Source: an optimization exercise on an open RTL-to-GDS flow (aim: small area). Production flows keep margins and buffers that such runs may drop.
Only simulation tests tie the RTL to the original design; equivalence was not proved.
The clock port is modelled as an ideal driver, which makes a skipped or thinned clock tree look cheaper than it is; a real chip needs a root buffer or a tree.
Power figures rest on the tool's default switching activity, not on a simulated workload.

Design calcTop, start of the top module:
module calcTop (
	input  logic                    clk,
	input  logic                    rst,
	input  logic [3:0]              nibble,
	input  logic                    knobA,
	input  logic                    knobB,
	input  logic                    button,
	input  logic                    dispReady,
	output logic                    dispValid,
	output logic [1:0]              dispMode,
	output logic [5-1:0] dispAddrA,
	output logic [5-1:0] dispAddrB,
	output logic [16-1:0] dispDataA,
	output logic [16-1:0] dispDataB
);
Size: about 14000 um2 of cells after synthesis.
==> flow/config.mk <==
export PLATFORM = sky130hd
export DESIGN_NAME = calcTop
export DESIGN_NICKNAME = calcTop
export VERILOG_FILES = /design/flow/design.v
export SDC_FILE = /design/flow/constraint.sdc
export NUM_CORES = 4
export LEC_CHECK = 0
export CAP_MARGIN = 20
export CORE_MARGIN = 2
export CORE_UTILIZATION = 70
export SLEW_MARGIN = 20
==> flow/constraint.sdc <==
create_clock -name core_clock -period 6.0 [get_ports {clk}]
set_input_delay 1.2000 -clock core_clock [delete_from_list [all_inputs] [get_ports {clk}]]
set_output_delay 1.2000 -clock core_clock [all_outputs]
set_load 0.01 [all_outputs]
standard.sh (not shown) runs the stock make flow with config.mk's settings and CLKGATE_MAP_FILE= SYNTH_SCRIPT=/design/flow/synth_recipe.tcl, a recipe that flattens the netlist after the stock synthesis.
==> flow/flow/run.sh <==
#!/bin/bash
# Standard ORFS layout with three changes: ABC maps the logic with an
# area-oriented script (flow/abc_area.script), ports get the smallest buffer,
# and the clock tree uses large clusters of clkbuf_16 without dummy loads,
# with its middle level bypassed and small leaves downsized (flow/post_cts.tcl).
set -euo pipefail
here=$(pwd)
# synth_recipe.tcl with every abc call pointed at our script
{
  echo 'proc synth {args} { yosys synth -nofsm -noshare {*}$args }'
  echo "proc abc {args} { set i [lsearch \$args -script]; lset args [expr {\$i+1}] $here/flow/abc_area.script; yosys abc {*}\$args }"
  tail -n +2 synth_recipe.tcl
} > flow_synth.tcl
export BUFFER_PORTS_ARGS="-buffer_cell sky130_fd_sc_hd__buf_1"
export POST_CTS_TCL="$here/flow/post_cts.tcl"
export CTS_ARGS="-sink_clustering_enable -repair_clock_nets -dont_use_dummy_load -buf_list sky130_fd_sc_hd__clkbuf_16 -sink_clustering_size 30 -sink_clustering_max_diameter 100"
bash standard.sh SYNTH_SCRIPT=$here/flow_synth.tcl finish > flow_make.log 2>&1
==> flow/flow/abc_area.script <==
strash
&get -n
&deepsyn -T 60
&put
dch -f
amap
topo
==> flow/flow/post_cts.tcl <==
# Run after clock tree synthesis (POST_CTS_TCL). TritonCTS puts a level of
# buffers between the root buffer and the leaf buffers; the root can drive
# the leaves itself, so that level is bypassed. Leaf buffers with few sinks
# get a smaller buffer.
proc clk_buffer_p {inst} {
  set m [[$inst getMaster] getName]
  return [string match "sky130_fd_sc_hd__clkbuf_*" $m]
}
proc bypass_clock_buffer {inst} {
  set in_net [[$inst findITerm A] getNet]
  set out_iterm [$inst findITerm X]
  set out_net [$out_iterm getNet]
  foreach it [$out_net getITerms] {
    if {$it ne $out_iterm} {
      $it disconnect
      $it connect $in_net
    }
  }
  [$inst findITerm A] disconnect
  $out_iterm disconnect
  odb::dbInst_destroy $inst
  odb::dbNet_destroy $out_net
}
# loads of a buffer's output: clock buffers and other pins
proc buffer_loads {inst} {
  set out_iterm [$inst findITerm X]
  set bufs {}
  set others 0
  foreach it [[$out_iterm getNet] getITerms] {
    if {$it eq $out_iterm} { continue }
    set li [$it getInst]
    if {[clk_buffer_p $li] && [[$it getMTerm] getName] eq "A"} { lappend bufs $li } else { incr others }
  }
  return [list $bufs $others]
}
set block [ord::get_db_block]
set clk_net [$block findNet clk]
set roots {}
foreach it [$clk_net getITerms] {
  if {[clk_buffer_p [$it getInst]]} { lappend roots [$it getInst] }
}
set bypassed 0
foreach root $roots {
  lassign [buffer_loads $root] mids others
  foreach mid $mids {
    lassign [buffer_loads $mid] leaves midothers
    if {[llength $leaves] > 0 && $midothers == 0} {
      bypass_clock_buffer $mid
      incr bypassed
    }
  }
}
puts "post_cts: bypassed $bypassed clock buffers"
set resized 0
foreach inst [$block getInsts] {
  if {![clk_buffer_p $inst] || [lsearch $roots $inst] >= 0} { continue }
  lassign [buffer_loads $inst] bufs others
  if {[llength $bufs] == 0 && $others <= 14 && [[$inst getMaster] getName] ne "sky130_fd_sc_hd__clkbuf_8"} {
    replace_cell [$inst getName] sky130_fd_sc_hd__clkbuf_8
    incr resized
  }
}
puts "post_cts: resized $resized leaf buffers"
Rerun with:
--- a/flow/flow/run.sh
+++ b/flow/flow/run.sh
@@ -3,4 +3,3 @@
 # area-oriented script (flow/abc_area.script), ports get the smallest buffer,
-# and the clock tree uses large clusters of clkbuf_16 without dummy loads,
-# with its middle level bypassed and small leaves downsized (flow/post_cts.tcl).
+# and the clock tree uses large clusters of clkbuf_16 without dummy loads.
 set -euo pipefail
@@ -14,3 +13,2 @@
 export BUFFER_PORTS_ARGS="-buffer_cell sky130_fd_sc_hd__buf_1"
-export POST_CTS_TCL="$here/flow/post_cts.tcl"
 export CTS_ARGS="-sink_clustering_enable -repair_clock_nets -dont_use_dummy_load -buf_list sky130_fd_sc_hd__clkbuf_16 -sink_clustering_size 30 -sink_clustering_max_diameter 100"
==> flow/flow/abc_area.script (replaced) <==
strash
&get -n
&deepsyn -T 60
&put
dch -f
map -a
strash
dch -f
map -a
topo
removed: flow/flow/post_cts.tcl
- routed wire length rises by 7.8%
- core utilization rises by 0.37 points
- power rises by 2.4%
Rerun with:
==> flow/flow/run.sh (replaced) <==
#!/bin/bash
# Standard ORFS layout with smaller port buffers and a leaner clock tree.
set -euo pipefail
export BUFFER_PORTS_ARGS="-buffer_cell sky130_fd_sc_hd__buf_1"
export CTS_ARGS="-sink_clustering_enable -repair_clock_nets -dont_use_dummy_load -buf_list sky130_fd_sc_hd__clkbuf_16 -sink_clustering_size 32 -sink_clustering_max_diameter 60"
bash standard.sh finish > flow_make.log 2>&1
ABC_AREA = 1   (was not set)
CORE_UTILIZATION = 45   (was 70)
removed: flow/flow/abc_area.script
What happened: The changed run completed with no timing, DRC or antenna violations; die area is higher by 59%; non-clock buffer count is higher by 1; maximum frequency is higher by 4.3%; wire length is lower by 19%; clock-buffer cell count is higher by 4; total power is higher by 1.6%; worst setup slack gets better by 150 ps; design area is higher by 4.6%; via count is higher by 0.49%; core utilization is lower by 27 points.
Rerun with:
==> flow/flow/run.sh (replaced) <==
#!/bin/bash
# Standard ORFS layout with three changes: ABC maps the logic with an
# area-oriented script (flow/abc_area.script), ports get the smallest buffer,
# and the clock tree uses large clusters of clkbuf_16 without dummy loads.
set -euo pipefail
here=$(pwd)
# synth_recipe.tcl with every abc call pointed at our script
{
  echo 'proc synth {args} { yosys synth -nofsm -noshare {*}$args }'
  echo "proc abc {args} { set i [lsearch \$args -script]; lset args [expr {\$i+1}] $here/flow/abc_area.script; yosys abc {*}\$args }"
  tail -n +2 synth_recipe.tcl
} > flow_synth.tcl
export BUFFER_PORTS_ARGS="-buffer_cell sky130_fd_sc_hd__buf_1"
export CTS_ARGS="-sink_clustering_enable -repair_clock_nets -dont_use_dummy_load -buf_list sky130_fd_sc_hd__clkbuf_16 -sink_clustering_size 32 -sink_clustering_max_diameter 100"
bash standard.sh SYNTH_SCRIPT=$here/flow_synth.tcl finish > flow_make.log 2>&1
==> flow/flow/abc_area.script (new file) <==
strash
&get -n
&deepsyn -T 60
&put
dch -f
amap
topo
ABC_AREA = not set   (was 1)
CORE_UTILIZATION = 75   (was 45)
Effect: Final area decreases by 5.1%; first-iteration DRC count increases by 65%; clock skew increases by 40 ps; cell count decreases by 21%; sequential share of layout area increases by 4.2 points; fmax decreases by 13%; area after synthesis decreases by 4.0%; register-to-register slack degrades by 780 ps.

port drivers added, routing unchanged:
The results above use ideal ports. As a check the final layouts listed here were re-extracted and re-timed, cells and wires unchanged. Step 1: set_driving_cell puts a clkbuf_16 on clk and a buf_2 on each other input, an assumption about the parent block. Step 2 times the ports against the registers' clock, not the clock port: input delays grow and output delays shrink by t, the midpoint of the rising clock arrivals with the driver on. a / b / c = no drivers / after step 1 / after step 2; a / b = the first two.
| run | shift t [ns] | setup WS [ns] | worst setup path at the end |
|---|---|---|---|
| the first run | 0.555 | 2.112 / 2.064 / 2.329 | register to register |
| the second run | 0.580 | 2.317 / 2.270 / 2.431 | register to register |
| the third run | 0.585 | 2.470 / 2.426 / 2.859 | register to register |
| the fourth run | 0.563 | 1.957 / 1.909 / 2.085 | register to register |
After both steps every run listed still meets setup and hold.
